From an optimization exercise on the open Yosys and OpenROAD flow, aimed at small area, a short achievable clock period and few clock cycles per item; shortcuts taken in it are not production practice. In this exercise RTL edits were held to simulation tests only and were not proved equivalent to the original.

[flow/run.sh]
#!/bin/bash
# synth_recipe.tcl (not shown) runs the flow's synth.tcl, then flattens the netlist and writes it again
# the make line also repeats each setting of config.mk as NAME=value (left out here)
make -C /OpenROAD-flow-scripts/flow DESIGN_CONFIG=/design/flow/config.mk WORK_HOME=/design/flow/orfs CLKGATE_MAP_FILE= SYNTH_SCRIPT=/design/flow/synth_recipe.tcl finish
[flow/constraint.sdc]
create_clock -name core_clock -period 8.0 [get_ports {clk}]
set_input_delay 1.6000 -clock core_clock [delete_from_list [all_inputs] [get_ports {clk}]]
set_output_delay 1.6000 -clock core_clock [all_outputs]
set_load 0.01 [all_outputs]
[flow/design.v]
`timescale 1ns/100ps
package cov_pkg;
    typedef enum logic [1:0] {
        OP_CLEAR  = 2'd0,    
        OP_MEAN   = 2'd1,    
        OP_SAMPLE = 2'd2,    
        OP_RSVD   = 2'd3     
    } cov_op_e;
    typedef struct packed {
        cov_op_e                        op;
        logic signed [16-1:0] x;    
        logic signed [16-1:0] y;    
    } cov_cmd_t;
    typedef struct packed {
        logic signed [16:0]   dx;       
        logic signed [16-1:0] y;
        logic                          clear;    
    } cov_operand_t;
    typedef enum logic [1:0] {
        DIV_IDLE = 2'd0,     
        DIV_RUN  = 2'd1,     
        DIV_HOLD = 2'd2      
    } cov_div_state_e;
    typedef struct packed {
        logic signed [48-1:0] cov;      
        logic [16-1:0]        count;    
    } cov_result_t;
endpackage
`timescale 1ns/100ps
module cov_decode
(
    input  logic         clk,
    input  logic         arst_n,
    input  cov_pkg::cov_cmd_t     in_cmd,
    input  logic         in_valid,
    output logic         in_ready,
    input  logic         busy,         
    output logic         op_valid,
    output cov_pkg::cov_operand_t op_data,
    output logic         bad_cmd
);
    localparam int DATA_W = 16;
    logic                     accept;     
    logic signed [DATA_W-1:0] mean_x;     
    logic signed [DATA_W:0]   x_ext;      
    logic signed [DATA_W:0]   mean_ext;   
    logic signed [DATA_W:0]   dx_next;    
    assign in_ready = ~busy;                   
    assign accept   = in_valid & in_ready;
    assign x_ext    = {in_cmd.x[DATA_W-1], in_cmd.x};
    assign mean_ext = {mean_x[DATA_W-1], mean_x};
    assign dx_next  = x_ext - mean_ext;        
    always_ff @(posedge clk or negedge arst_n) begin
        if (!arst_n) begin
            mean_x   <= '0;
            op_valid <= 1'b0;
            bad_cmd  <= 1'b0;
        end else begin
            op_valid <= 1'b0;                  
            bad_cmd  <= 1'b0;
            if (accept) begin
                unique case (in_cmd.op)
                    cov_pkg::OP_CLEAR:  op_valid <= 1'b1;         
                    cov_pkg::OP_MEAN:   mean_x   <= in_cmd.x;     
                    cov_pkg::OP_SAMPLE: op_valid <= 1'b1;
                    cov_pkg::OP_RSVD:   bad_cmd  <= 1'b1;         
                    default:   bad_cmd  <= 1'b1;
                endcase
            end
        end
    end
    always_ff @(posedge clk) begin
        if (accept) begin
            op_data.dx    <= dx_next;
            op_data.y     <= in_cmd.y;
            op_data.clear <= (in_cmd.op == cov_pkg::OP_CLEAR);
        end
    end
endmodule
`timescale 1ns/100ps
module cov_execute
#(
    parameter int NUM_SAMPLES = 8
) (
    input  logic                         clk,
    input  logic                         arst_n,
    input  logic                         op_valid,    
    input  cov_pkg::cov_operand_t                 op_data,
    output logic                         sum_valid,
    output logic signed [48-1:0] sum,
    output logic [16-1:0]        count
);
    localparam int PROD_W = (2*16+1);
    localparam int ACC_W  = 48;
    localparam int CNT_W  = 16;
    localparam logic [CNT_W-1:0] LAST = CNT_W'(NUM_SAMPLES - 1);    
    logic signed [PROD_W-1:0] prod;          
    logic                     prod_valid;
    logic                     prod_clear;    
    logic signed [ACC_W-1:0]  acc;           
    logic signed [ACC_W-1:0]  acc_next;
    logic [CNT_W-1:0]         cnt;           
    logic                     last_add;      
    assign acc_next = acc + ACC_W'(prod);    
    assign last_add = prod_valid & ~prod_clear & (cnt == LAST);
    always_ff @(posedge clk or negedge arst_n) begin
        if (!arst_n) begin
            prod_valid <= 1'b0;
        end else begin
            prod_valid <= op_valid;
        end
    end
    always_ff @(posedge clk) begin
        if (op_valid) begin
            prod       <= $signed(op_data.dx) * $signed(op_data.y);    
            prod_clear <= op_data.clear;
        end
    end
    always_ff @(posedge clk or negedge arst_n) begin
        if (!arst_n) begin
            acc       <= '0;
            cnt       <= '0;
            sum_valid <= 1'b0;
        end else begin
            sum_valid <= last_add;              
            if (prod_valid) begin
                if (prod_clear || last_add) begin
                    acc <= '0;                  
                    cnt <= '0;
                end else begin
                    acc <= acc_next;
                    cnt <= cnt + 1'b1;
                end
            end
        end
    end
    always_ff @(posedge clk) begin
        if (last_add) begin
            sum   <= acc_next;
            count <= cnt + 1'b1;                
        end
    end
endmodule
`timescale 1ns/100ps
module cov_result
#(
    parameter int NUM_SAMPLES = 8
) (
    input  logic                         clk,
    input  logic                         arst_n,
    input  logic                         sum_valid,
    input  logic signed [48-1:0] sum,
    input  logic [16-1:0]        count,
    output logic                         busy,
    output cov_pkg::cov_result_t                  out_res,
    output logic                         out_valid,
    input  logic                         out_ready
);
    localparam int ACC_W  = 48;
    localparam int STEP_W = $clog2(ACC_W + 1);
    localparam logic [STEP_W-1:0] LAST_STEP = STEP_W'(ACC_W);         
    localparam logic [ACC_W-1:0]  DIVISOR   = ACC_W'(NUM_SAMPLES - 1);
    cov_pkg::cov_div_state_e    state;
    logic [STEP_W-1:0] step;        
    logic [ACC_W-1:0]  quo;         
    logic [ACC_W-1:0]  rem;         
    logic [ACC_W:0]    rem_sh;      
    logic [ACC_W:0]    rem_diff;    
    logic              neg;         
    assign busy     = sum_valid | (state != cov_pkg::DIV_IDLE);
    assign rem_sh   = {rem, quo[ACC_W-1]};
    assign rem_diff = rem_sh - {1'b0, DIVISOR};    
    always_ff @(posedge clk or negedge arst_n) begin
        if (!arst_n) begin
            state     <= cov_pkg::DIV_IDLE;
            step      <= '0;
            out_valid <= 1'b0;
        end else begin
            unique case (state)
                cov_pkg::DIV_IDLE: begin
                    if (sum_valid) begin
                        state <= cov_pkg::DIV_RUN;
                        step  <= '0;
                    end
                end
                cov_pkg::DIV_RUN: begin
                    if (step == LAST_STEP) begin
                        state     <= cov_pkg::DIV_HOLD;    
                        out_valid <= 1'b1;
                    end else begin
                        step <= step + 1'b1;
                    end
                end
                cov_pkg::DIV_HOLD: begin
                    if (out_ready) begin
                        state     <= cov_pkg::DIV_IDLE;    
                        out_valid <= 1'b0;
                    end
                end
                default: state <= cov_pkg::DIV_IDLE;
            endcase
        end
    end
    always_ff @(posedge clk) begin
        if (state == cov_pkg::DIV_IDLE && sum_valid) begin
            quo           <= sum[ACC_W-1] ? $unsigned(-sum) : $unsigned(sum);
            rem           <= '0;
            neg           <= sum[ACC_W-1];
            out_res.count <= count;               
        end else if (state == cov_pkg::DIV_RUN) begin
            if (step == LAST_STEP) begin
                out_res.cov <= neg ? -$signed(quo) : $signed(quo);
            end else if (!rem_diff[ACC_W]) begin
                rem <= rem_diff[ACC_W-1:0];       
                quo <= {quo[ACC_W-2:0], 1'b1};
            end else begin
                rem <= rem_sh[ACC_W-1:0];         
                quo <= {quo[ACC_W-2:0], 1'b0};
            end
        end
    end
endmodule
`timescale 1ns/100ps
module cov_top
#(
    parameter int NUM_SAMPLES = 8
) (
    input  logic        clk,
    input  logic        arst_n,
    input  logic [33:0] in_cmd,      
    input  logic        in_valid,
    output logic        in_ready,
    output logic [63:0] out_res,     
    output logic        out_valid,
    input  logic        out_ready,
    output logic        bad_cmd      
);
    logic                         op_valid;     
    cov_pkg::cov_operand_t                 op_data;
    logic                         sum_valid;    
    logic signed [48-1:0] sum;
    logic [16-1:0]        count;
    logic                         busy;         
    cov_pkg::cov_cmd_t                     cmd_s;        
    cov_pkg::cov_result_t                  res_s;        
    assign cmd_s   = cov_pkg::cov_cmd_t'(in_cmd);
    assign out_res = res_s;
    cov_decode i_decode (
        .clk      (clk),
        .arst_n   (arst_n),
        .in_cmd   (cmd_s),
        .in_valid (in_valid),
        .in_ready (in_ready),
        .busy     (busy),
        .op_valid (op_valid),
        .op_data  (op_data),
        .bad_cmd  (bad_cmd)
    );
    cov_execute #(.NUM_SAMPLES(NUM_SAMPLES)) i_execute (
        .clk       (clk),
        .arst_n    (arst_n),
        .op_valid  (op_valid),
        .op_data   (op_data),
        .sum_valid (sum_valid),
        .sum       (sum),
        .count     (count)
    );
    cov_result #(.NUM_SAMPLES(NUM_SAMPLES)) i_result (
        .clk       (clk),
        .arst_n    (arst_n),
        .sum_valid (sum_valid),
        .sum       (sum),
        .count     (count),
        .busy      (busy),
        .out_res   (res_s),
        .out_valid (out_valid),
        .out_ready (out_ready)
    );
endmodule
[flow/config.mk]
export PLATFORM = sky130hd
export DESIGN_NAME = cov_top
export DESIGN_NICKNAME = cov_top
export VERILOG_FILES = /design/flow/design.v
export SDC_FILE = /design/flow/constraint.sdc
export NUM_CORES = 4
export LEC_CHECK = 0
export CAP_MARGIN = 20
export CORE_MARGIN = 2
export CORE_UTILIZATION = 40
export SLEW_MARGIN = 20
==> notes.md <==
## placed cells by master, fill, tap and decap left out, drive strengths merged, types with 103 or more instances in the layout
cell type	synthesis	final
and2	137	137
clkdlybuf4s50	0	103
edfxtp	245	245
fa	278	278
ha	153	153
inv	398	400
nand2	318	318
nor2	114	114
o21ai	195	195
xnor2	141	141
## worst reg2reg max path: stages (launching register included)
cell and delay [ns]:
edfxtp_1 0.66, nand2_1 0.23, fa_1 0.61, inv_1 0.07, fa_1 0.99, fa_1 0.54, fa_1 0.48, fa_1 0.55
inv_1 0.06, fa_1 0.53, inv_1 0.04, ha_1 0.39, and3_1 0.27, a221o_1 0.33, a21oi_1 0.20, a31oi_1 0.18
a211o_1 0.29, a21oi_1 0.17, xnor2_1 0.10
## flip-flops by register name, indices dropped and copies added, names as in the netlist, 2 cells and up
signal            count
i_execute.prod       33
i_decode.mean_x      16
i_result.rem         48
i_execute.count      16
i_result.state        2
i_result.quo         48
i_result.out_res     64
i_decode.op_data     34
i_result.step         6
i_execute.sum        48
i_execute.cnt        16
i_execute.acc        48
## kinds of logic (layout without fill, tap and decap cells)
family	count (synthesis)	after routing	share of synthesized area
mux	19	19	0.00702
xor+xnor	234	234	0.0688
compound gates	521	521	0.113
fa+ha+maj	431	431	0.251
flops	386	386	0.358
simple gates	839	839	0.139
buf+inv	503	604	0.0637
## worst paths after layout
path | startpoint | cells past startpoint | endpoint | slack, ns
setup / recovery | i_decode.op_data[6]$_DFFE_PP_ | 18 | i_execute.prod[32]$_DFFE_PP_ | 1.04
hold / removal | i_execute.count[5]$_DFFE_PP_ | 0 | i_result.out_res[5]$_DFFE_PP_ | 0.41
setup reg to reg | i_decode.op_data[6]$_DFFE_PP_ | 18 | i_execute.prod[32]$_DFFE_PP_ | 1.04
hold reg to reg | i_execute.count[5]$_DFFE_PP_ | 0 | i_result.out_res[5]$_DFFE_PP_ | 0.41
max in group asynchronous | arst_n | 2 | i_execute.acc[12]$_DFFE_PN0P_ | 5.75
min in group asynchronous | arst_n | 1 | i_execute.acc[28]$_DFFE_PN0P_ | 1.09
## layer usage
metal,routed length (um),GRT usage,part of all wire
met1,30000,0.233,0.46
met2,30600,0.289,0.47
met3,2580,0.0232,0.040
met4,1510,0.0485,0.023
met5,0,0,0
## layout make-up
type	count	share of cell area
Clock buffer	55	0.0372
Timing Repair Buffer	119	0.0346
Inverter	400	0.0451
Clock inverter	30	0.00782
Tap cell	969	0.0364
Sequential cell	386	0.320
Multi-Input combinational cell	2044	0.519
==> summary.txt <==
Status
  • Status: finished clean

STA
  • Achievable clock frequency: ~0.14 GHz
  • RSZ-0062 raised after global routing: no
  • Post-route minimum period: about 7.0 ns
  • Final Hold Slack: 0.413 ns
  • Setup TNS: 0 ns
  • Max transition margin: 0.312
  • Slew @ Worst Pin: 1.03 ns
  • Clock Skew: 0.0183 ns
  • Final Max Tran Viols: 0
  • Final Cycle Share: 0.870
  • Post-route setup slack: 1.04 ns
  • Final setup fails: 0
  • Final Hold Viols: 0

Critical path
  • Crit-path slowest cell: fa_1
  • Crit path largest cell delay: 0.99 ns
  • Crit-path leading delay family: adder cells
  • Critical path type: reg -> reg
  • Most used cell, CP: fa_1
  • Req. time, crit path: 8.30 ns
  • Crit path DAT: 7.26 ns
  • CP Capture Type: flop
  • Startpoint class of the critical path: flop
  • CP Cell Sequence: nand2_1 -> fa_1 -> inv_1 -> fa_1 -> fa_1 -> fa_1 -> fa_1 -> inv_1 -> fa_1 -> inv_1 -> ha_1 -> and3_1 -> a221o_1 -> a21oi_1 -> a31oi_1 -> a211o_1 -> a21oi_1 -> xnor2_1
  • Worst path bufs/invs: 3
  • Worst-path fanout max: 17

Placement
  • GPL Wtd Cong: about 0.87
  • PortBufs: 104
  • Hpwl dp: 49,900 um
  • Placed Instances: 3,918
  • Post-Place Cell Area: 0.0318 mm^2
  • Setup slack at placement: 1.07 ns

Floorplan
  • Die W: 277 um
  • IO Count: roughly 110
  • Die ar.: 0.0766 mm^2
  • Initial Util: 0.402
  • Die height: 277 um
  • Rows: 100
  • Core ar.: ~0.074 mm^2

Clock network
  • CTS resizes: 0
  • Post-CTS setup buffers: 0
  • CTS hold repair buffers: 0
  • Num CTS Buffers: 46
  • CTS clock-pin slew for the worst setup and hold paths: 0.06 ns
  • CTS Sinks: 386
  • CTS max path bufs: 3
  • CTS tree: built
  • Clock latency on the worst-skew pair: 0.58 ns
  • CTS root buf: clkbuf_16
  • H-tree Lvls: 2

Logic synthesis
  • Post-synth net total: 3,402
  • Mapped Cells: 2,933
  • Syn Area/Cell: 10.1 um^2
  • Main flop type after synthesis: edfxtp_1
  • Most numerous cell in the Yosys netlist: inv_1
  • Synth top cells by count: inv_1 (398), nand2_1 (318), fa_1 (278)
  • Post-Syn Area: 0.0298 mm^2
  • Leading cell types by total area after synthesis: edfxtp_1 (25%), fa_1 (19%), dfrtp_1 (7.8%), ha_1 (6.4%), inv_1 (5.0%)
  • Synth Register Bits: 386
  • Post-synth EDFFs: 245
  • Synth area leader: edfxtp_1
  • FFs w/ async S/R, synth: 0.241
  • Synth warn: 3
  • Post-synth top area share: 0.247
  • Library cells used by synthesis: 73
  • Sequential-to-total area share from yosys stat: 0.358

Hold path
  • Class of the worst hold path: reg -> reg

Global route
  • Vias in the first global route: 21,400
  • Total GRT Usage: 0.172
  • Initial antenna violation count: 0
  • Global route total overflow: 0
  • First-pass GRT wire length: 109,000 um
  • Pin count of the biggest net entering global routing: 113

Flow run
  • Max-Cap Viols: 0

Route
  • Initial DRC count: roughly 1,300
  • Antenna Nets Post-Route: 0
  • Total Wirelength: 64,600 um
  • DR WL/cell: 16.1 um
  • # DRC: 0
  • DRT Pass-1 Iters: 6
  • Via/cell ratio: just over 5
  • Vias: 20,500

Cells and area
  • Final Util: 0.449
  • Register Area: 0.0106 mm^2
  • Design area: 0.0333 mm^2
  • Non-Filler Instances: 4,003
  • Ant diodes: 0
  • Area used by multi-input combinational logic: 0.0173 mm^2
  • Layout cells sized above 1: 0.0442
  • Fill count: 6,935
  • Area Growth Syn to Fin: 11.8%
  • Final #Nets: roughly 3,500
Testbench counts, summed over its fixed seeds: cycles 19,044, results 320.

[what the ideal ports hide]
The flow's constraints put no driver on any port. The routed layout listed below was extracted and timed again, unchanged, in two steps. Step 1: set_driving_cell puts a clkbuf_16 on clk and a buf_2 on each other input, an assumption about the parent block. Step 2 adds t to the input delays and takes it off the output delays; t is the mean of the earliest and latest rising clock arrival at the registers after step 1. Input paths then give back, and output paths get back, about the clock's delay inside the block. Slacks: no drivers / after step 1 / after step 2; pairs: no drivers / after step 1.
shift t [ns]: 0.629
slack for setup (ns): 1.044 / 1.044 / 1.044
pins driven straight from the clock port: 1
After both steps this run still meets setup and hold. For this run, drivers alone change the setup slack by 0.000 ns; drivers and shift together by 0.000 ns.
